Background: an optimization exercise with open tools, aiming at small area. Do not read the settings as production practice. RTL that was checked went through simulation tests only; none was proved equivalent to the original. For run 7, only the layout was checked, not whether the RTL still works. Power is estimated from default activity; no workload was simulated.

## design/flow/constraint.sdc

```tcl
create_clock -name core_clock -period 8.0 [get_ports {clk}]
set_input_delay 1.6000 -clock core_clock [delete_from_list [all_inputs] [get_ports {clk}]]
set_output_delay 1.6000 -clock core_clock [all_outputs]
set_load 0.01 [all_outputs]
```

## design/flow/run.sh

```bash
#!/bin/bash
# synth_recipe.tcl (not shown) runs the flow's synth.tcl, then flattens the netlist and writes it again
# the make line also repeats each setting of config.mk as NAME=value (left out here)
make -C /OpenROAD-flow-scripts/flow DESIGN_CONFIG=/design/flow/config.mk WORK_HOME=/design/flow/orfs CLKGATE_MAP_FILE= SYNTH_SCRIPT=/design/flow/synth_recipe.tcl finish
```

## design/flow/design.v

```verilog
`timescale 1ns/1ns
`default_nettype none
package cf_pkg;
   localparam int num_slots   = 2;
   localparam int instr_w     = 32;
   localparam int addr_w      = 32;
   localparam int reg_addr_w  = 5;
   localparam int queue_depth = 4;
   localparam int wb_delay    = 2;    
endpackage
`default_nettype wire
`timescale 1ns/1ns
`default_nettype none
module cf_checker_top (
   input  logic             clk,
   input  logic             reset_,
   input  logic             cf_enable,
   input  logic [2:1]       commit,
   input  logic [2:1][31:0] slot_instr,
   input  logic [2:1][31:0] slot_pc,
   input  logic [2:1][2:0]  slot_isize,
   input  logic [2:1]       slot_taken,
   input  logic [2:1]       slot_is_dup,
   input  logic [2:1]       slot_received_kill,
   input  logic             dut_branch_taken,
   input  logic             rf_write_en,
   input  logic [4:0]       rf_write_rd,
   input  logic [31:0]      rf_write_data,
   output logic             rf_lock,
   output logic             rf_unlock,
   output logic             check_done,
   output logic             err_cf_dest,
   output logic             err_no_orig,
   output logic             err_link
);
   logic [6:0]  op1, op2;
   logic        cf1, cf2, found, sel_v, push, save, any_commit, same;
   logic [31:0] ins;
   logic [31:1] pc;
   logic        isz, dup, taken, br, adj;
   logic [1:0]  code;
   assign op1 = slot_instr[1][6:0];
   assign op2 = slot_instr[2][6:0];
   assign cf1 = commit[1] && (op1 == 7'b1100011 || op1 == 7'b1101111 || op1 == 7'b1100111);
   assign cf2 = commit[2] && (op2 == 7'b1100011 || op2 == 7'b1101111 || op2 == 7'b1100111);
   assign found = cf1 || cf2;
   assign ins   = cf1 ? slot_instr[1]       : slot_instr[2];
   assign pc    = cf1 ? slot_pc[1][31:1]    : slot_pc[2][31:1];
   assign isz   = cf1 ? slot_isize[1][2]    : slot_isize[2][2];
   assign dup   = cf1 ? slot_is_dup[1]      : slot_is_dup[2];
   assign taken = dup ? (dut_branch_taken || (cf1 ? slot_received_kill[1] : slot_received_kill[2]))
                      : (cf1 ? slot_taken[1] : slot_taken[2]);
   assign sel_v      = cf_enable && found;
   assign push       = sel_v && !dup;
   assign save       = sel_v && dup;
   assign any_commit = |commit;
   assign same       = cf1 && commit[2];    
   assign br   = !ins[2];                   
   assign adj  = br && !taken;              
   assign code = br ? {1'b0, taken} : {1'b1, ins[3]};
   logic [31:1] pc0;
   logic        isz0, adj0, chk0;
   logic [4:0]  rd0;
   logic [31:1] link0, base0;
   always_ff @(posedge clk) begin
      if (sel_v) begin
         pc0  <= pc;
         isz0 <= isz;
         adj0 <= adj;
      end
      rd0  <= ins[11:7];
      chk0 <= reset_ && sel_v && ins[2] && (ins[11:7] != 5'd0);
   end
   assign link0 = pc0 + (isz0 ? 31'd2 : 31'd1);
   assign base0 = adj0 ? link0 : pc0;
   logic        chk1;
   logic [4:0]  rd1;
   logic [31:1] lk1;
   always_ff @(posedge clk) begin
      chk1 <= reset_ && chk0;
      rd1  <= rd0;
      lk1  <= link0;
   end
   assign rf_lock   = chk1 && rf_write_en && (rf_write_rd != 5'd0);
   assign rf_unlock = rf_write_en && !rf_lock;
   always_ff @(posedge clk) begin
      err_link <= reset_ && chk1 &&
                  (!rf_write_en || (rf_write_rd != rd1) || (rf_write_data != {lk1, 1'b0}));
   end
   logic [26:0] q_ins [0:3];
   logic [31:1] q_off [0:3];
   logic [2:0]  hp, tp;
   logic        pend, dpend, held, pm;
   logic [31:1] np;
   logic        empty, compare, pop, wr_off;
   logic [1:0]  nw, ha;
   logic [31:1] m, d;
   assign empty   = hp == tp;
   assign compare = held && any_commit;
   assign pop     = compare && !empty;
   assign wr_off  = (pend && any_commit) || dpend;
   assign nw      = tp[1:0] - 2'd1;
   assign m       = dpend ? np : slot_pc[1][31:1];
   assign d       = m - base0;
   assign ha      = hp[1:0] + {1'b0, pop};
   always_ff @(posedge clk) begin
      for (int i = 0; i < 4; i++) begin
         if (push && tp[1:0] == 2'(i))
            q_ins[i] <= {ins[31:7], code};
         if (wr_off && nw == 2'(i))
            q_off[i] <= d;
      end
      np <= slot_pc[2][31:1];
      if (save)
         pm <= q_ins[ha] != {ins[31:7], code};
   end
   always_ff @(posedge clk) begin
      if (!reset_) begin
         tp    <= '0;
         hp    <= '0;
         pend  <= 1'b0;
         dpend <= 1'b0;
         held  <= 1'b0;
      end else begin
         tp    <= tp + {2'd0, push};
         hp    <= hp + {2'd0, pop};
         pend  <= push ? !same : (pend && !any_commit);
         dpend <= push && same;
         held  <= save || (held && !any_commit);
      end
   end
   always_ff @(posedge clk) begin
      check_done  <= reset_ && compare;
      err_no_orig <= reset_ && compare && empty;
      err_cf_dest <= reset_ && compare && !empty && (pm || (d != q_off[hp[1:0]]));
   end
endmodule
`default_nettype wire
```

## design/flow/config.mk

```make
export PLATFORM = sky130hd
export DESIGN_NAME = cf_checker_top
export DESIGN_NICKNAME = cf_checker_top
export VERILOG_FILES = /design/flow/design.v
export SDC_FILE = /design/flow/constraint.sdc
export NUM_CORES = 4
export LEC_CHECK = 0
export CAP_MARGIN = 20
export CORE_MARGIN = 2
export CORE_UTILIZATION = 40
export SLEW_MARGIN = 20
```

==> flow_metrics.env, run 1 <==
export IMPL_grt_usage_pct=20.4
export IMPL_route_detailed_drc=0
export IMPL_synth_top_area_share_pct=46.9
export IMPL_cp_cell_sequence="ha_1 -> a21o_1 -> and4_1 -> and2_1 -> nand2_1 -> nor3_1 -> nand3_1 -> nor2_1 -> and3_1 -> nand2_1 -> xor2_1 -> ha_1 -> nand2_1 -> o21ai_0 -> a31o_2 -> and3_1 -> nor4_1 -> o2111ai_1 -> a2111oi_0 -> nand4_1 -> nor4_1 -> a31oi_1"
export IMPL_cp_required_ps=8430
export IMPL_wl_per_cell_um=22.6
export IMPL_core_area_um2=42000
export IMPL_min_period_ps=6220
export IMPL_drtIter0Drc=775
export IMPL_crit_top_cell="nand2_1"
export IMPL_num_io_pins=190
export IMPL_cts_hold_buf=0
export IMPL_antenna_found_initial=1
export IMPL_p_seq_share_pct=48.8
export IMPL_ys_seq_area_share_pct=57.1
export IMPL_max_stage_delay_ps=530
export IMPL_htree_levels=2
export IMPL_cp_num_buf_inv=0
export IMPL_synth_cell_type_count=77
export IMPL_grt_pass1_vias=11000
export IMPL_nets=1630
export IMPL_viasPerCell=5.40
export IMPL_critical_path_top_delay_family="simple AND/OR/NAND/NOR gates"
export IMPL_path_max_fanout=8
export IMPL_dpl_cell_area_um2=19500
export IMPL_cts_root_buf="clkbuf_16"
export IMPL_setup_tns_final_ps=0
export IMPL_ys_seq_elements=353
export IMPL_p_clk_share_pct=42.4
export IMPL_via_count=10700
export IMPL_wl_um=44800
export IMPL_switching_power_uw=940
export IMPL_dpl_worst_slack_ps=1980
export IMPL_cts_made_buffers=40
export IMPL_swShare_pct=22.8
export IMPL_mappedNetlistNets=1441
export IMPL_syn_inst=1219
export IMPL_die_area_um2=44300
export IMPL_cts_max_path_buffers=3
export IMPL_initial_core_util_pct=40.6
export IMPL_grt_pass1_wl_um=67200
export IMPL_min_path_type="reg -> reg"
export IMPL_cts_resized_gates=0
export IMPL_cellPowerDensity_nw_per_um2=199
export IMPL_slowest_stage="nor3_1"
export IMPL_yosysMostFrequentCell="edfxtp_1"
export IMPL_instances_no_fill=1980
export IMPL_final_max_slew_violation_count=0
export IMPL_peakVddDrop_mv=0.129
export IMPL_rsz0062_at_grt="no"
export IMPL_arrival_ps=6650
export IMPL_drive_gt1_share_pct=16.9
export IMPL_cts_tree="done"
export IMPL_worstSetupEndpointType="register"
export IMPL_critical_path_class="reg -> reg"
export IMPL_pwr_share_comb_pct=8.9
export IMPL_synth_area_um2=17000
export IMPL_post_cts_buffers=0
export IMPL_skew_ps=15.7
export IMPL_syn2layout_area_growth_pct=21.7
export IMPL_yosys_top_cells_area="edfxtp_1 47%, dfxtp_1 10%, mux4_2 7.3%"
export IMPL_synth_top_flop_cell="edfxtp_1"
export IMPL_async_flop_share_pct=0
export IMPL_grt_max_degree=37
export IMPL_worstMarginPinSlew_ps=921
export IMPL_detail_route_antenna_nets=0
export IMPL_rows=75
export IMPL_dpl_hpwl_um=32100
export IMPL_leakagePower_nw=6.90
export IMPL_die_y_um=210
export IMPL_holdWs_ps=328
export IMPL_syn_area_per_cell_um2=14.0
export IMPL_finalWeightedCongestion=0.867
export IMPL_period_share_pct=77.7
export IMPL_path_clk_slew_ps=60
export IMPL_slew_headroom_pct=38.2
export IMPL_ys_warn_count=3
export IMPL_setup_ws_ps=1780
export IMPL_run_status="timing/DRC/antenna clean"
export IMPL_cp_start_kind="register"
export IMPL_fmax_mhz=161
export IMPL_synthTopCellsByCount="266 x edfxtp_1, 127 x xnor2_1, 87 x dfxtp_1, 87 x mux2_2, 61 x nand2_1"
export IMPL_design_area_um2=20700
export IMPL_max_cap_violations=0
export IMPL_yosysTopAreaCell="edfxtp_1"
export IMPL_drt_pass1_iterations=5
export IMPL_die_width_um=210
export IMPL_finalHoldViolations=0
export IMPL_setup_violations=0
export IMPL_grt_remaining_overflow=0
export IMPL_synth_edf_count=266
export IMPL_placed_cells=1905
export IMPL_p_int_mw=3.18
export IMPL_clk_latency_ps=570
export IMPL_io_buffers=183
export IMPL_cts_sinks=353
==> state kept, by name, indices dropped and copies added, names as in the netlist, 3 cells and up <==
register,cells
q_off,124
q_ins,108
lk1,31
np,31
pc0,31
rd0,5
rd1,5
hp,3
tp,3
==> metal layers <==
metal | up-vias | share of wire [%] | global-route usage [%]
li1 | 5002 | - | -
met1 | 5307 | 45 | 28.3
met2 | 325 | 48 | 33.4
met3 | 49 | 5.2 | 3.49
met4 | 0 | 1.9 | 5.68
met5 | - | 0 | 0
==> power groups by stage <==
stage / logic [mW] / clock network, mW / registers, mW
2_1_floorplan: 0.194 / 0 / 2.04
3_3_place_gp: 0.362 / 0 / 2.05
3_5_place_dp: 0.365 / 0 / 2.05
4_1_cts: 0.368 / 1.79 / 2.01
5_1_grt: 0.396 / 1.86 / 2.01
6_report: 0.366 / 1.75 / 2.01
==> layout make-up <==
| cell class | instances | area [µm²] |
|---|---|---|
| flip-flops and latches | 353 | 9730 |
| inverters | 24 | 90.1 |
| multi-input cells | 790 | 7030 |
| diodes | 1 | 2.50 |
| clock inverters | 13 | 165 |
| clock buffers | 61 | 1100 |
| repair buffers | 199 | 1950 |
| well taps | 539 | 674 |
| fillers | 3699 | 21300 |
==> layout by cell type, fill, tap and decap left out, types with 4 or more instances in the layout <==
cell	count
nand2b_1	7
nand4b_1	4
buf_4	16
edfxtp_1	266
nor2_1	42
a31oi_1	9
a21o_1	10
and3_1	15
nand3_1	36
nor2b_1	8
nor4_1	12
nand4_1	35
ha_1	35
xor2_1	54
a21oi_1	39
mux2i_1	9
a211oi_1	6
clkinvlp_4	5
inv_1	24
clkdlybuf4s50_1	183
clkbuf_16	40
clkbuf_1	19
and4_1	6
dfxtp_1	85
a2111oi_0	4
mux4_2	55
o21a_1	6
o21ai_0	35
xnor2_1	127
nor2_2	6
nor3_1	12
mux2_2	87
xnor3_1	4
and2_1	12
nand2_1	61
==> cell families (layout without fill, tap and decap cells) <==
group,after synthesis,after routing,share of synthesized area [%]
flops,353,353,57.1
xor+xnor,187,187,10.1
simple gates,273,273,8.40
mux,153,153,13.8
other cells,0,1,0
buf+inv,76,297,1.94
compound gates,139,139,5.74
fa+ha+maj,38,38,2.88
==> worst paths after layout <==
check,to,slack [ps],from,depth (start not counted)
max,err_cf_dest,1780,pc0[2],22
min,rd1[1],330,rd0[1],0
max reg2reg,err_cf_dest,1780,pc0[2],22
min reg2reg,rd1[1],330,rd0[1],0
==> per-stage QoR <==
stage / util, % / total power [mW]
2_1_floorplan: - / 2.24
3_3_place_gp: 46.3 / 2.41
3_5_place_dp: 46.3 / 2.41
4_1_cts: 49.3 / 4.17
5_1_grt: 49.3 / 4.26
6_report: 49.4 / 4.12
==> worst register-to-register path, cell delays in order (launching register included) <==
cell,delay [ps]
edfxtp_1,430
ha_1,310
a21o_1,140
and4_1,380
and2_1,230
nand2_1,70
nor3_1,530
nand3_1,220
nor2_1,420
and3_1,310
nand2_1,90
xor2_1,160
ha_1,410
nand2_1,160
o21ai_0,170
a31o_2,310
and3_1,170
nor4_1,340
o2111ai_1,180
a2111oi_0,450
nand4_1,200
nor4_1,280
a31oi_1,130
==> run 2: changes to the inputs <==
--- a/design/flow/config.mk
+++ b/design/flow/config.mk
@@ -5,6 +5,7 @@
 export SDC_FILE = /design/flow/constraint.sdc
 export NUM_CORES = 4
 export LEC_CHECK = 0
+export ABC_AREA = 1
 export CAP_MARGIN = 20
 export CORE_MARGIN = 2
 export CORE_UTILIZATION = 40
==> run 2 against run 1 <==
  * Still clean
  * Combinational power is 3% lower
  * Core utilization is 0.72 points lower
  * First-iteration DRC count is 20% higher
  * Synthesized cell count is 66% higher
  * Sequential cell count stayed put
  * Final cell count is 43% higher
  * Fmax is 23% higher
  * Non-clock buffer count is 5 lower
  * Hold slack better by 3.1 ps
  * Clock skew is 0.64 ps higher
  * Worst setup slack better by 1200 ps
  * Die area is 4.6% higher
==> flow_metrics.env, run 2 <==
export IMPL_path_max_fanout=5
export IMPL_synth_edf_count=266
export IMPL_dpl_hpwl_um=34500
export IMPL_rows=77
export IMPL_cts_hold_buf=0
export IMPL_pwr_share_comb_pct=8.8
export IMPL_cts_tree="done"
export IMPL_route_detailed_drc=0
export IMPL_wl_per_cell_um=16.9
export IMPL_arrival_ps=5460
export IMPL_drtIter0Drc=930
export IMPL_initial_core_util_pct=40.4
export IMPL_p_int_mw=3.08
export IMPL_leakagePower_nw=9.15
export IMPL_max_cap_violations=0
export IMPL_die_area_um2=46300
export IMPL_switching_power_uw=939
export IMPL_grt_usage_pct=20.7
export IMPL_largest_register="q_off"
export IMPL_mappedNetlistNets=2241
export IMPL_finalWeightedCongestion=0.886
export IMPL_yosys_top_cells_area="edfxtp_1 45%, nand2_1 15%, dfxtp_1 9.8%"
export IMPL_cts_sinks=353
export IMPL_wl_um=47900
export IMPL_grt_pass1_wl_um=74900
export IMPL_slowest_stage="fa_1"
export IMPL_viasPerCell=4.92
export IMPL_crit_top_cell="nand2_1"
export IMPL_die_y_um=215
export IMPL_grt_remaining_overflow=0
export IMPL_largest_register_ffs=124
export IMPL_clk_latency_ps=560
export IMPL_setup_violations=0
export IMPL_yosysMostFrequentCell="nand2_1"
export IMPL_drive_gt1_share_pct=6.21
export IMPL_p_seq_share_pct=49.9
export IMPL_io_buffers=183
export IMPL_final_cell_mix="697 x nand2_1, 266 x edfxtp_1, 255 x inv_1, 183 x clkdlybuf4s50_1, 129 x nand3_1"
export IMPL_num_fill_cells=4284
export IMPL_peakVddDrop_mv=0.123
export IMPL_core_area_um2=44100
export IMPL_post_cts_buffers=0
export IMPL_cellPowerDensity_nw_per_um2=187
export IMPL_synthTopCellsByCount="698 x nand2_1, 266 x edfxtp_1, 255 x inv_1"
export IMPL_top_regs="q_off (124), q_ins (108)"
export IMPL_nets=2428
export IMPL_via_count=13900
export IMPL_antenna_found_initial=3
export IMPL_cp_required_ps=8420
export IMPL_min_period_ps=5040
export IMPL_rsz0062_at_grt="no"
export IMPL_slew_headroom_pct=39.8
export IMPL_syn2layout_area_growth_pct=20.3
export IMPL_critical_path_class="reg -> reg"
export IMPL_path_clk_slew_ps=60
export IMPL_synth_cell_type_count=51
export IMPL_ys_warn_count=3
export IMPL_total_power_mw=4.02
export IMPL_syn_inst=2019
export IMPL_period_share_pct=63.0
export IMPL_final_common_cell="nand2_1"
export IMPL_fmax_mhz=199
export IMPL_finalHoldViolations=0
export IMPL_max_stage_delay_ps=400
export IMPL_swShare_pct=23.4
export IMPL_num_io_pins=190
export IMPL_min_path_type="reg -> reg"
export IMPL_async_flop_share_pct=0
export IMPL_synth_area_um2=17800
export IMPL_htree_levels=2
export IMPL_yosysTopAreaCell="edfxtp_1"
export IMPL_cts_max_path_buffers=3
export IMPL_cp_start_kind="register"
export IMPL_grt_pass1_vias=13700
export IMPL_grt_max_degree=63
export IMPL_detail_route_antenna_nets=0
export IMPL_ys_seq_area_share_pct=54.5
export IMPL_worstMarginPinSlew_ps=900
export IMPL_cts_made_buffers=39
export IMPL_syn_area_per_cell_um2=8.84
export IMPL_p_clk_share_pct=41.3
export IMPL_drt_pass1_iterations=5
export IMPL_setup_tns_final_ps=0
export IMPL_synth_top_flop_cell="edfxtp_1"
export IMPL_cts_root_buf="clkbuf_16"
export IMPL_skew_ps=16.4
export IMPL_final_max_slew_violation_count=0
export IMPL_cts_resized_gates=0
export IMPL_worstSetupEndpointType="register"
export IMPL_die_width_um=215
export IMPL_run_status="timing/DRC/antenna clean"
export IMPL_synth_top_area_share_pct=44.8
export IMPL_ys_seq_elements=353
[run 2: power groups by stage]
stage / logic, mW / clock network [mW] / registers, mW
after floorplan: 0.187 / 0 / 2.04
after global placement: 0.346 / 0 / 2.04
after detailed placement: 0.352 / 0 / 2.04
after CTS: 0.354 / 1.70 / 2.00
after global routing: 0.397 / 1.76 / 2.01
final: 0.355 / 1.66 / 2.00
[run 2: worst paths after layout]
path / to / slack (ps) / cells after the start / startpoint
worst max-delay path: err_cf_dest / 2960 / 28 / isz0
worst min-delay path: rd1[3] / 330 / 0 / rd0[3]
worst max register to register: err_cf_dest / 2960 / 28 / isz0
worst min register to register: rd1[3] / 330 / 0 / rd0[3]
[run 2: routing by layer]
| metal | share of wire (%) | track usage, % |
|---|---|---|
| met1 | 47 | 28.7 |
| met2 | 45 | 33.6 |
| met3 | 5.0 | 3.50 |
| met4 | 2.4 | 5.79 |
| met5 | 0 | 0 |
[run 2: layout make-up]
| cell class | instances | area [µm²] | share of cell area, % |
|---|---|---|---|
| sequential | 353 | 9730 | 45.3 |
| multi-input combinational | 1353 | 6900 | 32.1 |
| timing repair buffer | 194 | 1910 | 8.92 |
| clock buffer | 57 | 1050 | 4.91 |
| inverter | 265 | 997 | 4.65 |
| tap | 592 | 741 | 3.45 |
| clock inverter | 15 | 120 | 0.560 |
| antenna | 3 | 7.51 | 0.0350 |
[run 2: worst max-delay path, delay by kind of cell, from the launching register on]
| family | cells | cell delay, ps |
|---|---|---|
| DFF | 1 | 390 |
| adders and majority gates | 3 | 920 |
| AOI/OAI and AO/OA | 2 | 370 |
| xor gates and xnor gates | 1 | 270 |
| buffers and inverters | 4 | 330 |
| and+or+nand+nor | 18 | 2600 |
[run 2: cell families after synthesis]
kind of cell | count (synthesis) | share of synthesized area [%]
flip-flops | 353 | 54.5
adder cells (fa/ha/maj) | 38 | 2.75
AO/OA/AOI/OAI | 201 | 6.98
multiplexers | 2 | 0.112
XOR/XNOR | 70 | 3.51
AND/OR/NAND/NOR | 1042 | 25.0
buffers and inverters | 313 | 7.15
[run 2: per-stage QoR]
| stage | utilization [%] | std cells | instance area [µm²] | setup slack [ps] | hold WS [ps] |
|---|---|---|---|---|---|
| 4_1_cts | 48.6 | 2829 | 21500 | 2990 | 333 |
| 3_3_place_gp | 46.0 | 2757 | 20300 | 2730 | 316 |
| 2_1_floorplan | - | 2019 | 17800 | 3020 | 310 |
| 3_5_place_dp | 46.0 | 2757 | 20300 | 2740 | 314 |
| 5_1_grt | 48.6 | 2832 | 21500 | 2480 | 338 |
| 6_report | 48.6 | 2832 | 21500 | 2960 | 331 |
==> run 3: changes to the inputs <==
--- a/design/flow/config.mk
+++ b/design/flow/config.mk
@@ -5,8 +5,9 @@
 export SDC_FILE = /design/flow/constraint.sdc
 export NUM_CORES = 4
 export LEC_CHECK = 0
-export ABC_AREA = 1
 export CAP_MARGIN = 20
 export CORE_MARGIN = 2
-export CORE_UTILIZATION = 40
+export CORE_UTILIZATION = 70
+export CTS_BUF_LIST = sky130_fd_sc_hd__clkbuf_4
+export CTS_CLUSTER_SIZE = 40
 export SLEW_MARGIN = 20
==> run 3 against run 2 <==
  * Worst setup slack lost 1200 ps
  * Global-route usage grew 15 points
  * Critical path depth shrank 6
  * Sequential cell count is the same
  * Core utilization grew 36 points
  * Critical path type unchanged
  * Design area shrank 5.2%
  * Synthesized cell count shrank 40%
  * Die area shrank 45%
  * First-iteration DRC count grew 35%
  * Critical endpoint unchanged
  * Non-clock buffer count grew 4
  * Clock skew grew 41 ps
  * Synthesized area shrank 4.5%
  * Still clean
==> flow_metrics.env, run 3 <==
export IMPL_cp_start_kind="register"
export IMPL_drive_gt1_share_pct=21.7
export IMPL_final_cell_mix="266 x edfxtp_1, 183 x clkdlybuf4s50_1, 137 x clkbuf_4, 127 x xnor2_1, 87 x mux2_2"
export IMPL_min_period_ps=6270
export IMPL_critical_path_top_delay_family="simple AND/OR/NAND/NOR gates"
export IMPL_instances_no_fill=1848
export IMPL_cellPowerDensity_nw_per_um2=193
export IMPL_grt_pass1_wl_um=69600
export IMPL_period_share_pct=78.4
export IMPL_crit_top_cell="nand2_1"
export IMPL_finalHoldViolations=0
export IMPL_finish_utilization_pct=84.4
export IMPL_num_io_pins=190
export IMPL_multi_input_area_um2=7020
export IMPL_synthTopCellsByCount="266 x edfxtp_1, 127 x xnor2_1, 87 x dfxtp_1, 87 x mux2_2, 61 x nand2_1"
export IMPL_syn2layout_area_growth_pct=19.4
export IMPL_cts_max_path_buffers=3
export IMPL_grt_pass1_vias=12200
export IMPL_syn_area_per_cell_um2=14.0
export IMPL_placed_cells=1689
export IMPL_final_max_slew_violation_count=0
export IMPL_slowest_stage="nor2_1"
export IMPL_wl_met2_um=23100
export IMPL_wl_met3_um=3790
export IMPL_wl_met1_um=16800
export IMPL_antenna_found_initial=1
export IMPL_worstMarginPinSlew_ps=999
export IMPL_cts_made_buffers=86
export IMPL_path_clk_slew_ps=70
export IMPL_htree_levels=3
export IMPL_worstSetupEndpointType="register"
export IMPL_cts_resized_gates=0
export IMPL_viasPerCell=6.40
export IMPL_cp_cell_sequence="ha_1 -> a21o_1 -> and4_1 -> and2_1 -> nand2_1 -> nor3_1 -> nand3_1 -> nor2_1 -> and3_1 -> nand2_1 -> xor2_1 -> ha_1 -> nand2_1 -> o21ai_0 -> a31o_2 -> and3_1 -> nor4_1 -> o2111ai_1 -> a2111oi_0 -> nand4_1 -> nor4_1 -> a31oi_1"
export IMPL_dpl_worst_slack_ps=2020
export IMPL_synth_cell_type_count=77
export IMPL_skew_ps=57.6
export IMPL_run_status="timing/DRC/antenna clean"
export IMPL_synth_top_area_share_pct=46.9
export IMPL_syn_inst=1219
export IMPL_cts_hold_buf=0
export IMPL_max_stage_delay_ps=560
export IMPL_largest_register="q_off"
export IMPL_path_max_fanout=8
export IMPL_drtIter0Drc=1251
export IMPL_ys_seq_elements=353
export IMPL_final_common_cell="edfxtp_1"
export IMPL_slew_headroom_pct=33.4
export IMPL_wl_um=45600
export IMPL_ys_warn_count=3
export IMPL_cts_sinks=353
export IMPL_leakagePower_nw=7.00
export IMPL_detail_route_antenna_nets=0
export IMPL_wl_per_cell_um=24.7
export IMPL_num_fill_cells=1188
export IMPL_top_regs="q_off (124), q_ins (108)"
export IMPL_grt_remaining_overflow=0
export IMPL_io_buffers=183
export IMPL_post_cts_buffers=0
export IMPL_area_sequential_um2=9730
export IMPL_die_y_um=160
export IMPL_peakVddDrop_mv=0.155
export IMPL_fmax_mhz=159
export IMPL_synth_top_flop_cell="edfxtp_1"
export IMPL_die_area_um2=25600
export IMPL_mappedNetlistNets=1441
export IMPL_yosysTopAreaCell="edfxtp_1"
export IMPL_rsz0062_at_grt="no"
export IMPL_dpl_hpwl_um=30900
export IMPL_arrival_ps=6910
export IMPL_cp_num_buf_inv=0
export IMPL_max_cap_violations=0
export IMPL_setup_tns_final_ps=0
export IMPL_synth_area_um2=17000
export IMPL_cts_tree="done"
export IMPL_via_count=11800
export IMPL_yosys_top_cells_area="edfxtp_1 47%, dfxtp_1 10%, mux4_2 7.3%"
export IMPL_critical_path_class="reg -> reg"
export IMPL_drt_pass1_iterations=5
export IMPL_largest_register_ffs=124
export IMPL_core_area_um2=24100
export IMPL_cp_required_ps=8630
export IMPL_synth_edf_count=266
export IMPL_top_layer="met4"
export IMPL_setup_violations=0
export IMPL_rows=57
export IMPL_cts_root_buf="clkbuf_4"
export IMPL_route_detailed_drc=0
export IMPL_initial_core_util_pct=70.7
export IMPL_total_power_mw=3.93
export IMPL_min_path_type="reg -> reg"
export IMPL_yosysMostFrequentCell="edfxtp_1"
export IMPL_setup_ws_ps=1730
export IMPL_ys_seq_area_share_pct=57.1
export IMPL_nets=1675
export IMPL_finalWeightedCongestion=0.966
export IMPL_clk_latency_ps=760
export IMPL_grt_max_degree=52
export IMPL_async_flop_share_pct=0
export IMPL_grt_usage_pct=36.2
export IMPL_die_width_um=160
==> run 3: cell count changes after synthesis, moves of 49 or more <==
cell / before / now
xnor2_1: 26 / 127
mux4_2: 0 / 55
nand2_1: 698 / 61
mux2_2: 0 / 87
nand3_1: 129 / 36
o21ai_0: 94 / 35
inv_1: 255 / 24
nor2_1: 98 / 49
==> run 3: routing by layer <==
metal / track usage (%) / vias to the layer above
met1: 44.9 / 5808
met4: 16.1 / 0
met2: 62.1 / 736
li1: - / 5145
met5: 0 / -
met3: 7.43 / 138
==> run 3: area by class of cell <==
type,instances,share of cell area [%]
diodes,1,0.0123
clock buffers,137,5.05
clock inverters,21,0.609
inverters,24,0.443
multi-input cells,790,34.5
flip-flops and latches,353,47.8
well taps,324,1.99
repair buffers,198,9.56
==> run 3: through the flow <==
step / instance area [µm²] / hold WS (ps)
floorplan: 17000 / 310
global placement: 19200 / 312
detailed placement: 19200 / 312
CTS: 20300 / 327
global route: 20300 / 334
finish: 20300 / 327
==> run 3: report_power, final <==
part | internal (mW) | switching [mW] | total (mW)
Clock | 0.812 | 0.740 | 1.55
Sequential | 2.00 | 0.00824 | 2.01
Combinational | 0.181 | 0.187 | 0.368
==> run 3: cells by family (layout without fill, tap and decap cells) <==
family / after synthesis / count (layout) / share of synthesized area, %
flops: 353 / 353 / 57.1
simple gates: 273 / 273 / 8.40
xor+xnor: 187 / 187 / 10.1
mux: 153 / 153 / 13.8
compound gates: 139 / 139 / 5.74
buf+inv: 76 / 380 / 1.94
fa+ha+maj: 38 / 38 / 2.88
other cells: 0 / 1 / 0
==> run 3: final timing paths <==
path | start | end | slack (ps) | cells past startpoint
min reg2reg | rd0[2] | rd1[2] | 330 | 0
max reg2reg | pc0[2] | err_cf_dest | 1730 | 22
max | pc0[2] | err_cf_dest | 1730 | 22
min | rd0[2] | rd1[2] | 330 | 0
==> run 3: worst register-to-register path, stage by stage (launching register included) <==
cell       delay (ps)
edfxtp_1          430
ha_1              320
a21o_1            170
and4_1            410
and2_1            250
nand2_1           100
nor3_1            420
nand3_1           190
nor2_1            560
and3_1            330
nand2_1            90
xor2_1            160
ha_1              420
nand2_1           150
o21ai_0           180
a31o_2            320
and3_1            170
nor4_1            310
o2111ai_1         180
a2111oi_0         410
nand4_1           210
nor4_1            280
a31oi_1           130
==> run 4: changes to the inputs <==
--- a/design/flow/design.v
+++ b/design/flow/design.v
@@ -101,7 +101,7 @@
    assign wr_off  = (pend && any_commit) || dpend;
    assign nw      = tp[1:0] - 2'd1;
    assign m       = dpend ? np : slot_pc[1][31:1];
-   assign d       = m - base0;
+   assign d       = m - pc0 - {29'd0, adj0 && isz0, adj0 && !isz0};
    assign ha      = hp[1:0] + {1'b0, pop};
    always_ff @(posedge clk) begin
       for (int i = 0; i < 4; i++) begin
--- a/design/flow/config.mk
+++ b/design/flow/config.mk
@@ -8,6 +8,6 @@
 export CAP_MARGIN = 20
 export CORE_MARGIN = 2
 export CORE_UTILIZATION = 70
-export CTS_BUF_LIST = sky130_fd_sc_hd__clkbuf_4
-export CTS_CLUSTER_SIZE = 40
+export CTS_CLUSTER_DIAMETER = 80
+export CTS_CLUSTER_SIZE = 30
 export SLEW_MARGIN = 20
==> run 4 against run 3 <==
  * Still clean on timing, DRC and antenna
  * Design area decreased by 4.6%
  * Clock power decreased by 38%
  * Sequential power about the same
  * Power decreased by 13%
  * Register-to-register slack improved by 1400 ps
  * First-iteration DRC count decreased by 46%
  * Synthesized area decreased by 1.9%
  * Final cell count decreased by 8.9%
  * Combinational power increased by 16%
  * Core utilization decreased by 1.7 points
  * Clock skew decreased by 40 ps
  * Largest cell class unchanged
  * Largest power group unchanged
  * Highest routed layer unchanged
==> flow_metrics.env, run 4 <==
export IMPL_rsz0062_at_grt="no"
export IMPL_grt_remaining_overflow=0
export IMPL_r2r_start="dpend"
export IMPL_grt_pass1_vias=10400
export IMPL_syn_area_per_cell_um2=14.2
export IMPL_mappedNetlistNets=1431
export IMPL_drive_gt1_share_pct=11.5
export IMPL_nets=1606
export IMPL_cts_made_buffers=16
export IMPL_largest_register="q_off"
export IMPL_peakVddDrop_mv=0.221
export IMPL_die_y_um=159
export IMPL_min_period_ps=5230
export IMPL_via_count=10300
export IMPL_cts_hold_buf=0
export IMPL_top_regs="q_off (124), q_ins (108)"
export IMPL_setup_tns_final_ps=0
export IMPL_rows=56
export IMPL_placed_cells=1656
export IMPL_synth_edf_count=266
export IMPL_wl_per_cell_um=21.2
export IMPL_yosysMostFrequentCell="edfxtp_1"
export IMPL_num_io_pins=190
export IMPL_multi_input_area_um2=6570
export IMPL_cts_sinks=353
export IMPL_fmax_mhz=191
export IMPL_syn_inst=1180
export IMPL_setup_violations=0
export IMPL_cellPowerDensity_nw_per_um2=176
export IMPL_max_cap_violations=0
export IMPL_final_common_cell="edfxtp_1"
export IMPL_viasPerCell=6.12
export IMPL_instances_no_fill=1684
export IMPL_period_share_pct=65.3
export IMPL_die_width_um=159
export IMPL_cts_resized_gates=0
export IMPL_skew_ps=17.8
export IMPL_worstSetupEndpointType="register"
export IMPL_run_status="timing/DRC/antenna clean"
export IMPL_yosys_top_cells_area="edfxtp_1 48%, dfxtp_1 10%, mux4_2 6.9%"
export IMPL_num_fill_cells=1276
export IMPL_leakagePower_nw=6.68
export IMPL_cts_max_path_buffers=3
export IMPL_route_detailed_drc=0
export IMPL_slew_headroom_pct=24.0
export IMPL_drt_pass1_iterations=5
export IMPL_synth_top_area_share_pct=47.8
export IMPL_grt_pass1_wl_um=53900
export IMPL_cp_start_kind="input pin"
export IMPL_critical_path_class="in -> reg"
export IMPL_synth_cell_type_count=69
export IMPL_detail_route_antenna_nets=0
export IMPL_post_cts_buffers=0
export IMPL_largest_register_ffs=124
export IMPL_arrival_ps=5640
export IMPL_n_antenna_cell=0
export IMPL_final_max_slew_violation_count=0
export IMPL_ys_seq_elements=353
export IMPL_cts_tree="done"
export IMPL_grt_max_degree=64
export IMPL_synth_top_flop_cell="edfxtp_1"
export IMPL_cp_required_ps=8410
export IMPL_die_area_um2=25100
export IMPL_ys_seq_area_share_pct=58.2
export IMPL_initial_core_util_pct=71.2
export IMPL_ys_warn_count=3
export IMPL_dpl_hpwl_um=25900
export IMPL_finalWeightedCongestion=0.847
export IMPL_setup_ws_ps=2770
export IMPL_worstMarginPinSlew_ps=1140
export IMPL_clk_latency_ps=520
export IMPL_yosysTopAreaCell="edfxtp_1"
export IMPL_antenna_found_initial=0
export IMPL_synthTopCellsByCount="266 x edfxtp_1, 112 x xnor2_1, 87 x dfxtp_1"
export IMPL_finalHoldViolations=0
export IMPL_final_cell_mix="266 x edfxtp_1, 183 x clkdlybuf4s50_1, 112 x xnor2_1, 85 x dfxtp_1, 82 x inv_1"
export IMPL_htree_levels=1
export IMPL_wl_um=35700
export IMPL_startpoint="slot_pc[1]"
export IMPL_cts_root_buf="clkbuf_16"
export IMPL_grt_usage_pct=28.3
export IMPL_syn2layout_area_growth_pct=16.1
export IMPL_total_power_mw=3.42
export IMPL_area_sequential_um2=9730
export IMPL_hold_path_startpoint="rd0[0]"
export IMPL_min_path_type="reg -> reg"
export IMPL_path_max_fanout=5
export IMPL_drtIter0Drc=677
export IMPL_dpl_worst_slack_ps=2330
export IMPL_synth_area_um2=16700
export IMPL_path_clk_slew_ps=100
export IMPL_io_buffers=183
export IMPL_core_area_um2=23500
export IMPL_async_flop_share_pct=0
[run 4: cell count changes after synthesis, moves of 12 or more]
cell	delta
xor2_1	-16
mux2i_1	+27
xnor2_1	-15
clkbuf_1	-12
ha_1	+28
nand3_1	-14
o21ai_0	-14
inv_1	+58
mux2_2	-33
[run 4: final cells by class]
cell class              count  share of cell area (%)
repair buffers            193                    9.82
multi-input cells         709                    33.8
flip-flops and latches    353                    50.1
clock buffers              25                    2.35
well taps                 319                    2.06
inverters                  82                    1.59
clock inverters             3                   0.213
[run 4: logic make-up (layout without fill, tap and decap cells)]
group | count (synthesis) | count (layout) | synth area share [%]
adder cells (fa/ha/maj) | 67 | 67 | 5.15
flip-flops | 353 | 353 | 58.2
buffers and inverters | 118 | 303 | 2.84
AO/OA/AOI/OAI | 129 | 129 | 5.12
AND/OR/NAND/NOR | 210 | 210 | 6.49
XOR/XNOR | 155 | 155 | 8.46
multiplexers | 148 | 148 | 13.8
[run 4: per-layer routing]
metal | vias to the layer above | global-route usage [%] | share of wire [%]
met4 | 0 | 9.65 | 3.3
li1 | 4737 | - | -
met1 | 5117 | 35.2 | 38
met5 | - | 0 | 0
met2 | 383 | 51.0 | 53
met3 | 72 | 3.89 | 5.5
[run 4: report_power, final]
| group | internal, mW | leakage (nW) | switching (mW) |
|---|---|---|---|
| clock | 0.412 | 0.238 | 0.553 |
| combinational | 0.201 | 3.32 | 0.227 |
| sequential | 2.01 | 3.12 | 0.00776 |
| total | 2.63 | 6.68 | 0.788 |
[run 4: path summary, 6_finish.rpt]
check	endpoint	slack [ps]	cells after the start
min	rd1[0]	340	0
min reg2reg	rd1[0]	340	0
max	err_cf_dest	2770	14
max reg2reg	err_cf_dest	3130	13
[run 4: critical path: stages]
cell and delay (ps):
clkdlybuf4s50_1 470, mux2_2 300, fa_1 410, ha_1 330
nand4_1 90, o22ai_1 310, nor2_1 130, o21ai_1 390
a31oi_1 330, o21bai_1 250, xor2_1 490, xnor2_1 180
nand2_1 90, o31a_1 270
[run 4: metrics by stage]
step	util [%]	area (µm²)	hold slack (ps)
finish	82.7	19400	337
floorplan	-	16700	310
CTS	82.7	19400	338
detailed placement	80.6	18900	312
global route	82.7	19400	348
global placement	80.6	18900	313
==> run 5: changes to the inputs <==
==> design/flow/flow/run.sh (new file) <==
#!/bin/bash
# Standard ORFS layout; the port buffers use the smallest buffer cell.
set -euo pipefail
export BUFFER_PORTS_ARGS="-buffer_cell sky130_fd_sc_hd__buf_1"
bash standard.sh finish > standard.log 2>&1
==> design/flow/standard.sh (new file) <==
#!/bin/bash
# synth_recipe.tcl (not shown) runs the flow's synth.tcl, then flattens the netlist and writes it again
# the make line also repeats each setting of config.mk as NAME=value (left out here)
make -C /OpenROAD-flow-scripts/flow DESIGN_CONFIG=/design/flow/config.mk WORK_HOME=/design/flow/orfs CLKGATE_MAP_FILE= SYNTH_SCRIPT=/design/flow/synth_recipe.tcl "${@:-finish}"
--- a/design/flow/config.mk
+++ b/design/flow/config.mk
@@ -8,6 +8,4 @@
 export CAP_MARGIN = 20
 export CORE_MARGIN = 2
 export CORE_UTILIZATION = 70
-export CTS_CLUSTER_DIAMETER = 80
-export CTS_CLUSTER_SIZE = 30
 export SLEW_MARGIN = 20
removed: design/flow/run.sh
==> run 5 against run 4 <==
  * Clock skew up 4.1 ps
  * First-iteration DRC count decreased by 5.3%
  * Worst setup slack better by 410 ps
  * Critical path type unchanged
  * Largest cell class unchanged
==> flow_metrics.env, run 5 <==
export IMPL_path_clk_slew_ps=60
export IMPL_path_depth=14
export IMPL_rsz0062_at_grt="no"
export IMPL_r2r_start="dpend"
export IMPL_crit_path_end="err_cf_dest"
export IMPL_final_common_cell="edfxtp_1"
export IMPL_die_width_um=159
export IMPL_nets=1630
export IMPL_num_io_pins=190
export IMPL_worstMarginPinSlew_ps=920
export IMPL_cts_resized_gates=0
export IMPL_crit_top_cell="nand4_1"
export IMPL_rrSetupSlack_ps=3410
export IMPL_holdPathStages=0
export IMPL_final_max_slew_violation_count=0
export IMPL_largest_register="q_off"
export IMPL_min_path_type="reg -> reg"
export IMPL_post_cts_buffers=0
export IMPL_run_status="timing/DRC/antenna clean"
export IMPL_synthTopCellsByCount="266 x edfxtp_1, 112 x xnor2_1, 87 x dfxtp_1"
export IMPL_die_y_um=159
export IMPL_top_regs="q_off (124), q_ins (108)"
export IMPL_drt_pass1_iterations=5
export IMPL_synth_area_um2=16700
export IMPL_startpoint="slot_pc[1]"
export IMPL_slew_headroom_pct=38.7
export IMPL_async_flop_share_pct=0
export IMPL_core_area_um2=23500
export IMPL_syn2layout_area_growth_pct=13.4
export IMPL_worstSetupEndpointType="register"
export IMPL_mappedNetlistNets=1431
export IMPL_grt_pass1_wl_um=53000
export IMPL_ys_warn_count=3
export IMPL_setup_tns_final_ps=0
export IMPL_drtIter0Drc=641
export IMPL_wl_per_cell_um=20.2
export IMPL_slowest_stage="xor2_1"
export IMPL_syn_inst=1180
export IMPL_period_share_pct=60.2
export IMPL_die_area_um2=25100
export IMPL_rows=56
export IMPL_synth_cell_type_count=69
export IMPL_r2r_cells=14
export IMPL_ys_seq_elements=353
export IMPL_final_cell_mix="266 x edfxtp_1, 183 x buf_1, 112 x xnor2_1, 85 x dfxtp_1, 82 x inv_1"
export IMPL_min_period_ps=4820
export IMPL_grt_max_degree=64
export IMPL_wl_um=34800
export IMPL_cellPowerDensity_nw_per_um2=213
export IMPL_antenna_found_initial=0
export IMPL_cts_max_path_buffers=3
export IMPL_peakVddDrop_mv=0.205
export IMPL_grt_usage_pct=28.0
export IMPL_route_detailed_drc=0
export IMPL_grt_pass1_vias=10200
export IMPL_yosysTopAreaCell="edfxtp_1"
export IMPL_finalWeightedCongestion=0.850
export IMPL_arrival_ps=5230
export IMPL_setup_violations=0
export IMPL_synth_top_area_share_pct=47.8
export IMPL_initial_core_util_pct=71.2
export IMPL_synth_edf_count=266
export IMPL_synth_top_flop_cell="edfxtp_1"
export IMPL_grt_remaining_overflow=0
export IMPL_htree_levels=2
export IMPL_cp_required_ps=8410
export IMPL_max_stage_delay_ps=540
export IMPL_cp_start_kind="input pin"
export IMPL_cts_root_buf="clkbuf_16"
export IMPL_holdWs_ps=340
export IMPL_max_cap_violations=0
export IMPL_yosys_top_cells_area="edfxtp_1 48%, dfxtp_1 10%, mux4_2 6.9%"
export IMPL_fmax_mhz=208
export IMPL_cts_tree="done"
export IMPL_cts_hold_buf=0
export IMPL_leakagePower_nw=6.54
export IMPL_drive_gt1_share_pct=14.0
export IMPL_clk_latency_ps=530
export IMPL_skew_ps=21.9
export IMPL_io_buffers=183
export IMPL_finalHoldViolations=0
export IMPL_viasPerCell=5.96
export IMPL_dpl_hpwl_um=24000
export IMPL_yosysMostFrequentCell="edfxtp_1"
export IMPL_n_antenna_cell=0
export IMPL_syn_area_per_cell_um2=14.2
export IMPL_largest_register_ffs=124
export IMPL_detail_route_antenna_nets=0
export IMPL_cts_sinks=353
export IMPL_critical_path_class="in -> reg"
export IMPL_cts_made_buffers=36
export IMPL_cp_num_buf_inv=1
export IMPL_path_max_fanout=5
export IMPL_critical_path_top_delay_family="compound AO/OA/AOI/OAI gates"
export IMPL_rr_endpoint="err_cf_dest"
export IMPL_cp_cell_sequence="buf_1 -> mux2_2 -> fa_1 -> ha_1 -> nand4_1 -> o22ai_1 -> nor2_1 -> o21ai_1 -> xor2_1 -> xnor2_1 -> nand3_1 -> nor4_2 -> nand4_1 -> o31a_1"
export IMPL_ys_seq_area_share_pct=58.2
export IMPL_via_count=10300
[run 5: cell counts after synthesis]
Identical to the previous run, type by type.
[run 5: worst min path at each step]
stage	from	end	slack [ps]
floorplan	rd0[0]	rd1[0]	310
global placement	rd0[0]	rd1[0]	310
detailed placement	rd0[1]	rd1[1]	320
CTS	rd0[0]	rd1[0]	350
global route	rd0[3]	rd1[3]	350
finish	rd0[0]	rd1[0]	340
[run 5: cell families after synthesis]
family	Yosys count	synth area share [%]
DFF	353	58.2
and+or+nand+nor	210	6.49
xor gates and xnor gates	155	8.46
muxes	148	13.8
AOI/OAI and AO/OA	129	5.12
buffers and inverters	118	2.84
adders and majority gates	67	5.15
[run 5: where the power goes]
group,internal (mW),switching (mW),total [mW],leakage [nW]
clock network,0.952,0.683,1.64,0.572
registers,2.02,0.00814,2.02,3.12
logic,0.145,0.225,0.370,2.84
[run 5: worst reg2reg max path, delay by kind of cell, from the launching register on]
kind	cells	cell delay (ps)
xor gates and xnor gates	2	720
adders and majority gates	2	730
buffers and inverters	1	460
DFF	1	380
and+or+nand+nor	5	820
muxes	1	420
AOI/OAI and AO/OA	3	950
[run 5: metrics by stage]
stage	instances	power, mW	cell area [µm²]	setup slack [ps]	util, %
global route	1726	4.16	19000	2980	80.8
detailed placement	1660	2.43	17800	2680	75.8
CTS	1726	4.06	19000	3200	80.8
global placement	1660	2.42	17800	2770	75.8
finish	1726	4.03	19000	3180	80.8
floorplan	1180	2.30	16700	1760	-
[run 5: area by class of cell]
class | instances | area, µm²
clock buffers | 47 | 995
well taps | 319 | 399
fillers | 1363 | 4520
flip-flops and latches | 353 | 9730
multi-input cells | 709 | 6560
clock inverters | 19 | 171
repair buffers | 197 | 792
inverters | 82 | 308
[run 5: metal layers]
layer / GRT usage (%) / vias up / share of wire (%)
met4: 10.0 / 0 / 3.0
met2: 50.2 / 346 / 52
met1: 34.7 / 5055 / 39
met5: 0 / - / 0
li1: - / 4815 / -
met3: 4.38 / 70 / 5.5
==> run 6: changes to the inputs <==
--- a/design/flow/config.mk
+++ b/design/flow/config.mk
@@ -8,4 +8,6 @@
 export CAP_MARGIN = 20
 export CORE_MARGIN = 2
 export CORE_UTILIZATION = 70
+export CTS_CLUSTER_DIAMETER = 80
+export CTS_CLUSTER_SIZE = 30
 export SLEW_MARGIN = 20
==> run 6 against run 5 <==
  * Still clean
  * Fmax increased by 0.17%
  * Global-route usage down 1.5 points
  * Power fell by 17%
  * Synthesized cell count unchanged
  * Die area unchanged
  * Highest routed layer unchanged
==> flow_metrics.env, run 6 <==
export IMPL_antenna_found_initial=0
export IMPL_yosys_top_cells_area="edfxtp_1 48%, dfxtp_1 10%, mux4_2 6.9%"
export IMPL_holdPathStages=0
export IMPL_run_status="timing/DRC/antenna clean"
export IMPL_final_cell_mix="266 x edfxtp_1, 183 x buf_1, 112 x xnor2_1, 85 x dfxtp_1, 82 x inv_1"
export IMPL_grt_remaining_overflow=0
export IMPL_route_detailed_drc=0
export IMPL_setup_tns_final_ps=0
export IMPL_synth_top_area_share_pct=47.8
export IMPL_initial_core_util_pct=71.2
export IMPL_rsz0062_at_grt="no"
export IMPL_slew_headroom_pct=40.9
export IMPL_design_area_um2=18300
export IMPL_final_max_slew_violation_count=0
export IMPL_leakagePower_nw=6.22
export IMPL_cellPowerDensity_nw_per_um2=183
export IMPL_setup_ws_ps=3190
export IMPL_num_fill_cells=1452
export IMPL_mappedNetlistNets=1431
export IMPL_rr_endpoint="err_cf_dest"
export IMPL_die_width_um=159
export IMPL_grt_pass1_vias=9894
export IMPL_dpl_cell_area_um2=17800
export IMPL_syn2layout_area_growth_pct=9.43
export IMPL_grt_max_degree=64
export IMPL_finish_utilization_pct=78.0
export IMPL_path_max_fanout=5
export IMPL_ys_warn_count=3
export IMPL_top_regs="q_off (124), q_ins (108)"
export IMPL_cts_resized_gates=0
export IMPL_detail_route_antenna_nets=0
export IMPL_cts_sinks=353
export IMPL_die_y_um=159
export IMPL_cts_max_path_buffers=3
export IMPL_instances_no_fill=1688
export IMPL_drive_gt1_share_pct=12.0
export IMPL_hold_path_startpoint="rd0[1]"
export IMPL_multi_input_area_um2=6560
export IMPL_viasPerCell=5.91
export IMPL_setup_violations=0
export IMPL_max_cap_violations=0
export IMPL_synth_area_um2=16700
export IMPL_r2r_cells=14
export IMPL_cts_made_buffers=16
export IMPL_io_buffers=183
export IMPL_syn_inst=1180
export IMPL_finalHoldViolations=0
export IMPL_critical_path_top_delay_family="compound AO/OA/AOI/OAI gates"
export IMPL_cp_required_ps=8410
export IMPL_via_count=9982
export IMPL_grt_pass1_wl_um=50800
export IMPL_n_antenna_cell=0
export IMPL_num_io_pins=190
export IMPL_p_clk_share_pct=28.8
export IMPL_cts_tree="done"
export IMPL_synth_top_flop_cell="edfxtp_1"
export IMPL_synthTopCellsByCount="266 x edfxtp_1, 112 x xnor2_1, 87 x dfxtp_1"
export IMPL_period_share_pct=60.1
export IMPL_cp_cell_sequence="buf_1 -> mux2_2 -> fa_1 -> ha_1 -> nand4_1 -> o22ai_1 -> nor2_1 -> o21ai_1 -> xor2_1 -> xnor2_1 -> nand3_1 -> nor4_2 -> nand4_1 -> o31a_1"
export IMPL_path_clk_slew_ps=110
export IMPL_largest_register_ffs=124
export IMPL_syn_area_per_cell_um2=14.2
export IMPL_area_sequential_um2=9730
export IMPL_async_flop_share_pct=0
export IMPL_cp_num_buf_inv=1
export IMPL_finalWeightedCongestion=0.850
export IMPL_rows=56
export IMPL_swShare_pct=23.0
export IMPL_p_int_mw=2.58
export IMPL_cp_start_kind="input pin"
export IMPL_htree_levels=1
export IMPL_largest_register="q_off"
export IMPL_drt_pass1_iterations=4
export IMPL_wl_um=33200
export IMPL_final_common_cell="edfxtp_1"
export IMPL_wl_per_cell_um=19.7
export IMPL_drtIter0Drc=619
export IMPL_critical_path_class="in -> reg"
export IMPL_cts_hold_buf=0
export IMPL_post_cts_buffers=0
export IMPL_die_area_um2=25100
export IMPL_synth_edf_count=266
export IMPL_core_area_um2=23500
export IMPL_cts_root_buf="clkbuf_16"
export IMPL_holdWs_ps=347
export IMPL_dpl_hpwl_um=24000
export IMPL_arrival_ps=5220
export IMPL_min_period_ps=4810
export IMPL_worstSetupEndpointType="register"
export IMPL_synth_cell_type_count=69
export IMPL_p_seq_share_pct=60.3
export IMPL_switching_power_uw=771
export IMPL_dpl_worst_slack_ps=2680
export IMPL_r2r_start="dpend"
export IMPL_nets=1610
export IMPL_grt_usage_pct=26.6
export IMPL_total_power_mw=3.36
export IMPL_worstMarginPinSlew_ps=887
export IMPL_yosysTopAreaCell="edfxtp_1"
export IMPL_min_path_type="reg -> reg"
export IMPL_ys_seq_elements=353
export IMPL_yosysMostFrequentCell="edfxtp_1"
export IMPL_pwr_share_comb_pct=10.9
export IMPL_placed_cells=1660
export IMPL_rrSetupSlack_ps=3400
export IMPL_skew_ps=18.2
export IMPL_crit_top_cell="nand4_1"
export IMPL_clk_latency_ps=520
export IMPL_max_stage_delay_ps=530
export IMPL_ys_seq_area_share_pct=58.2
export IMPL_holdPathEnd="rd1[1]"
export IMPL_fmax_mhz=208
export IMPL_slowest_stage="xor2_1"
export IMPL_peakVddDrop_mv=0.190
run 6: worst max-delay path by stage:
| stage | to | slack [ps] | cells past startpoint | startpoint |
|---|---|---|---|---|
| floorplan | q_ins[0][0] | 1760 | 7 | slot_instr[4] |
| global placement | err_cf_dest | 2770 | 14 | slot_pc[1] |
| detailed placement | err_cf_dest | 2680 | 14 | slot_pc[1] |
| CTS | err_cf_dest | 3220 | 14 | slot_pc[1] |
| global route | err_cf_dest | 3000 | 14 | slot_pc[1] |
| finish | err_cf_dest | 3190 | 14 | slot_pc[1] |
run 6: layout make-up:
| cell class | instances | share of cell area [%] |
|---|---|---|
| clock buffer | 24 | 2.58 |
| clock inverter | 4 | 0.205 |
| inverter | 82 | 1.68 |
| multi-input combinational | 709 | 35.8 |
| sequential | 353 | 53.2 |
| tap | 319 | 2.18 |
| timing repair buffer | 197 | 4.33 |
run 6: cell families (layout without fill, tap and decap cells):
logic type                 Yosys count  count (layout)  synth area share (%)
buffers and inverters              118             307                  2.84
muxes                              148             148                  13.8
AOI/OAI and AO/OA                  129             129                  5.12
adders and majority gates           67              67                  5.15
DFF                                353             353                  58.2
and+or+nand+nor                    210             210                  6.49
xor gates and xnor gates           155             155                  8.46
run 6: power groups by stage:
stage	logic, mW	clock network (mW)	registers, mW
after detailed placement	0.363	0	2.06
final	0.367	0.966	2.02
after CTS	0.368	0.984	2.02
after global routing	0.404	1.04	2.02
after floorplan	0.244	0	2.06
after global placement	0.353	0	2.06
run 6: per-layer routing:
| metal | vias up | routed length [µm] | GRT usage, % |
|---|---|---|---|
| met5 | - | 0 | 0 |
| met4 | 0 | 1020 | 7.94 |
| met3 | 60 | 1450 | 3.05 |
| met2 | 261 | 17200 | 47.9 |
| met1 | 4909 | 13500 | 34.1 |
| li1 | 4752 | - | - |
==> run 7: changes to the inputs <==
--- a/design/flow/design.v
+++ b/design/flow/design.v
@@ -71,7 +71,15 @@
       rd0  <= ins[11:7];
       chk0 <= reset_ && sel_v && ins[2] && (ins[11:7] != 5'd0);
    end
-   assign link0 = pc0 + (isz0 ? 31'd2 : 31'd1);
+   logic [32:1] cl;
+   always_comb begin
+      cl[1] = !isz0;
+      for (int i = 1; i <= 31; i++) begin
+         link0[i] = pc0[i] ^ cl[i];
+         cl[i+1]  = pc0[i] && cl[i];
+         if (i == 1) cl[i+1] = cl[i+1] || isz0;
+      end
+   end
    assign base0 = adj0 ? link0 : pc0;
    logic        chk1;
    logic [4:0]  rd1;
@@ -101,8 +109,15 @@
    assign wr_off  = (pend && any_commit) || dpend;
    assign nw      = tp[1:0] - 2'd1;
    assign m       = dpend ? np : slot_pc[1][31:1];
-   assign d       = m - pc0 - {29'd0, adj0 && isz0, adj0 && !isz0};
    assign ha      = hp[1:0] + {1'b0, pop};
+   logic [32:1] cd;
+   always_comb begin
+      cd[1] = 1'b1;
+      for (int i = 1; i <= 31; i++) begin
+         d[i]    = m[i] ^ !base0[i] ^ cd[i];
+         cd[i+1] = (m[i] && !base0[i]) || (cd[i] && (m[i] ^ !base0[i]));
+      end
+   end
    always_ff @(posedge clk) begin
       for (int i = 0; i < 4; i++) begin
          if (push && tp[1:0] == 2'(i))
==> run 7 against run 6 <==
  * Now fails the layout checks on setup timing
  * Critical path depth is 24 higher
  * Critical endpoint unchanged
  * Via count decreased by 16%
  * Largest power group unchanged
  * Non-clock buffer count grew 45
  * Fmax shrank 65%
  * Largest cell class unchanged
  * Hold slack worse by 31 ps
==> flow_metrics.env, run 7 <==
export IMPL_die_area_um2=23200
export IMPL_yosysMostFrequentCell="edfxtp_1"
export IMPL_mappedNetlistNets=1170
export IMPL_min_period_ps=13550
export IMPL_synth_area_um2=15400
export IMPL_ys_seq_elements=353
export IMPL_finalHoldViolations=0
export IMPL_cts_sinks=353
export IMPL_peakVddDrop_mv=0.178
export IMPL_syn_inst=922
export IMPL_grt_remaining_overflow=0
export IMPL_p_int_mw=2.55
export IMPL_largest_register_ffs=124
export IMPL_slew_headroom_pct=37.4
export IMPL_period_share_pct=169
export IMPL_final_max_slew_violation_count=0
export IMPL_cts_max_path_buffers=3
export IMPL_r2r_start="pc0[1]"
export IMPL_final_common_cell="edfxtp_1"
export IMPL_wl_um=31800
export IMPL_skew_ps=18.3
export IMPL_num_fill_cells=1229
export IMPL_drtIter0Drc=439
export IMPL_setup_ws_ps=-5550
export IMPL_hold_path_startpoint="rd0[1]"
export IMPL_drive_gt1_share_pct=22.6
export IMPL_slowest_stage="fa_2"
export IMPL_worstSetupEndpointType="register"
export IMPL_route_detailed_drc=0
export IMPL_path_clk_slew_ps=110
export IMPL_num_io_pins=190
export IMPL_grt_pass1_vias=8793
export IMPL_io_buffers=183
export IMPL_die_y_um=152
export IMPL_worstMarginPinSlew_ps=939
export IMPL_cp_start_kind="input pin"
export IMPL_drt_pass1_iterations=4
export IMPL_viasPerCell=5.79
export IMPL_initial_core_util_pct=71.0
export IMPL_synth_top_flop_cell="edfxtp_1"
export IMPL_finalWeightedCongestion=0.862
export IMPL_htree_levels=1
export IMPL_antenna_found_initial=1
export IMPL_synth_cell_type_count=43
export IMPL_dpl_worst_slack_ps=-6290
export IMPL_holdWs_ps=317
export IMPL_path_max_fanout=5
export IMPL_total_power_mw=3.26
export IMPL_ys_warn_count=3
export IMPL_cts_made_buffers=16
export IMPL_run_status="finished with violations"
export IMPL_largest_register="q_off"
export IMPL_rsz0062_at_grt="yes"
export IMPL_syn2layout_area_growth_pct=13.3
export IMPL_arrival_ps=13960
export IMPL_cts_root_buf="clkbuf_16"
export IMPL_grt_max_degree=66
export IMPL_crit_top_cell="fa_2"
export IMPL_setup_violations=61
export IMPL_nets=1400
export IMPL_max_cap_violations=0
export IMPL_max_stage_delay_ps=600
export IMPL_cts_tree="done"
export IMPL_die_width_um=152
export IMPL_switching_power_uw=713
export IMPL_rows=54
export IMPL_dpl_hpwl_um=22500
export IMPL_detail_route_antenna_nets=0
export IMPL_leakagePower_nw=5.77
export IMPL_synth_edf_count=266
export IMPL_async_flop_share_pct=0
export IMPL_top_regs="q_off (124), q_ins (108)"
export IMPL_ys_seq_area_share_pct=63.2
export IMPL_so_faults="setup timing"
export IMPL_grt_usage_pct=27.9
export IMPL_fmax_mhz=73.8
export IMPL_clk_latency_ps=510
export IMPL_synth_top_area_share_pct=51.9
export IMPL_pwr_share_comb_pct=9.0
export IMPL_via_count=8357
export IMPL_yosysTopAreaCell="edfxtp_1"
export IMPL_p_seq_share_pct=61.5
export IMPL_cp_required_ps=8410
export IMPL_critical_path_class="in -> reg"
export IMPL_swShare_pct=21.9
export IMPL_final_cell_mix="266 x edfxtp_1, 182 x buf_1, 96 x xnor2_1, 85 x dfxtp_1, 82 x mux2_2"
export IMPL_grt_pass1_wl_um=49200
export IMPL_core_area_um2=21700
export IMPL_startpoint="slot_pc[1]"
export IMPL_min_path_type="reg -> reg"
export IMPL_syn_area_per_cell_um2=16.7
export IMPL_synthTopCellsByCount="266 x edfxtp_1, 98 x xnor2_1, 87 x dfxtp_1"
export IMPL_wl_per_cell_um=22.1
export IMPL_cellPowerDensity_nw_per_um2=187
export IMPL_p_clk_share_pct=29.5
export IMPL_yosys_top_cells_area="edfxtp_1 52%, dfxtp_1 11%, mux2_2 6.0%"
run 7: cell types whose count changed in the layout (fill, tap and decap cells not counted), sizes merged, moves of 18 or more:
| cell | previous run | this run |
|---|---|---|
| buf | 197 | 242 |
| fa | 3 | 29 |
| inv | 86 | 41 |
| mux2i | 36 | 75 |
| nand2 | 50 | 12 |
| a21oi | 40 | 6 |
| ha | 64 | 35 |
| mux2 | 54 | 84 |
| nor2 | 38 | 16 |
| o21ai | 27 | 4 |
| mux4 | 58 | 40 |
run 7: final cells by class:
| cell class | count | area, µm² | share of cell area [%] |
|---|---|---|---|
| Sequential cell | 353 | 9730 | 55.8 |
| Antenna cell | 1 | 2.50 | 0.0143 |
| Clock buffer | 24 | 452 | 2.59 |
| Inverter | 39 | 166 | 0.954 |
| Tap cell | 280 | 350 | 2.01 |
| Timing Repair Buffer | 242 | 1190 | 6.82 |
| Multi-Input combinational cell | 500 | 5510 | 31.6 |
| Clock inverter | 4 | 46.3 | 0.265 |
run 7: path summary, 6_finish.rpt:
| path | end | slack (ps) | cells past startpoint |
|---|---|---|---|
| setup reg to reg | err_cf_dest | -5350 | 40 |
| hold / removal | rd1[1] | 320 | 0 |
| setup / recovery | err_cf_dest | -5550 | 38 |
| hold reg to reg | rd1[1] | 320 | 0 |
run 7: what timing repair did:
action	4_1_cts	5_1_grt
hold buffers	0	0
resized for setup	22	12
pin swaps	1	0
setup endpoints to repair	65	65
setup buffers	2	10
run 7: critical path: cells and delay by family:
family	cells	cell delay, ps
XOR/XNOR	1	120
AO/OA/AOI/OAI	2	300
AND/OR/NAND/NOR	2	300
adder cells (fa/ha/maj)	30	11430
buffers and inverters	2	120
multiplexers	1	60
run 7: through the flow:
stage | setup TNS, ps | util [%] | instance area [µm²] | instances
finish | -174810 | 80.5 | 17500 | 1443
detailed placement | -213550 | 77.4 | 16800 | 1407
global route | -189480 | 80.5 | 17500 | 1443
floorplan | -177130 | - | 15500 | 922
CTS | -179470 | 80.1 | 17400 | 1436
global placement | -206430 | 77.4 | 16800 | 1407
run 7: kinds of logic (layout without fill, tap and decap cells):
group / after synthesis / in the layout / share of synthesized area [%]
compound gates: 20 / 20 / 0.788
other cells: 0 / 1 / 0
xor+xnor: 121 / 121 / 6.88
flops: 353 / 353 / 63.2
mux: 199 / 199 / 17.1
simple gates: 96 / 96 / 3.44
fa+ha+maj: 64 / 64 / 6.61
buf+inv: 69 / 309 / 1.98
run 7: power groups by stage:
stage / Clock (mW) / Combinational, mW / Sequential (mW)
floorplan: 0 / 0.149 / 2.04
global placement: 0 / 0.262 / 2.04
detailed placement: 0 / 0.271 / 2.05
CTS: 0.979 / 0.285 / 2.00
global route: 1.03 / 0.318 / 2.01
finish: 0.961 / 0.293 / 2.00
run 7: metal layers:
metal | track usage, % | vias to the layer above | share of wire (%)
met2 | 48.9 | 256 | 52
met1 | 36.8 | 4164 | 40
met4 | 8.77 | 0 | 2.7
met5 | 0 | - | 0
li1 | - | 3897 | -
met3 | 3.64 | 40 | 5.0

[what the ideal ports hide]
The flow's constraints put no driver on any port. The routed layouts listed below were extracted and timed again, unchanged, in two steps. Step 1 sets driving cells, clkbuf_16 on the clock port and buf_2 on the other inputs (assumed; they add their load-dependent delay and slew). Step 2 times the ports against the registers' clock, not the clock port: input delays grow and output delays shrink by t, the midpoint of the rising clock arrivals with the driver on. Three values: no drivers, after step 1, after step 2; two values: the first two.
run | t, ns | setup WS [ns] | hold WS [ns] | clock arrival spread, ns | worst data-port slew with drivers (ns)
run 1 | 0.618 | 1.781 / 1.781 / 1.781 | 0.328 / 0.328 / 0.328 | 0.019 / 0.018 | 0.06
run 2 | 0.608 | 2.963 / 2.963 / 2.735 | 0.331 / 0.331 / 0.331 | 0.016 / 0.016 | 0.11
run 3 | 0.781 | 1.726 / 1.726 / 1.726 | 0.327 / 0.327 / 0.327 | 0.058 / 0.058 | 0.08
run 4 | 0.556 | 2.774 / 2.788 / 2.232 | 0.337 / 0.337 / 0.337 | 0.020 / 0.020 | 0.06
run 5 | 0.568 | 3.184 / 3.202 / 2.634 | 0.340 / 0.340 / 0.340 | 0.022 / 0.022 | 0.06
run 6 | 0.559 | 3.192 / 3.213 / 2.654 | 0.347 / 0.347 / 0.347 | 0.019 / 0.020 | 0.06
run 7 | 0.554 | -5.553 / -5.545 / -6.099 | 0.317 / 0.317 / 0.317 | 0.023 / 0.023 | 0.08
The setup slack of run 5, which loses most, moves by +0.018 ns with the drivers and by -0.550 ns with both steps.
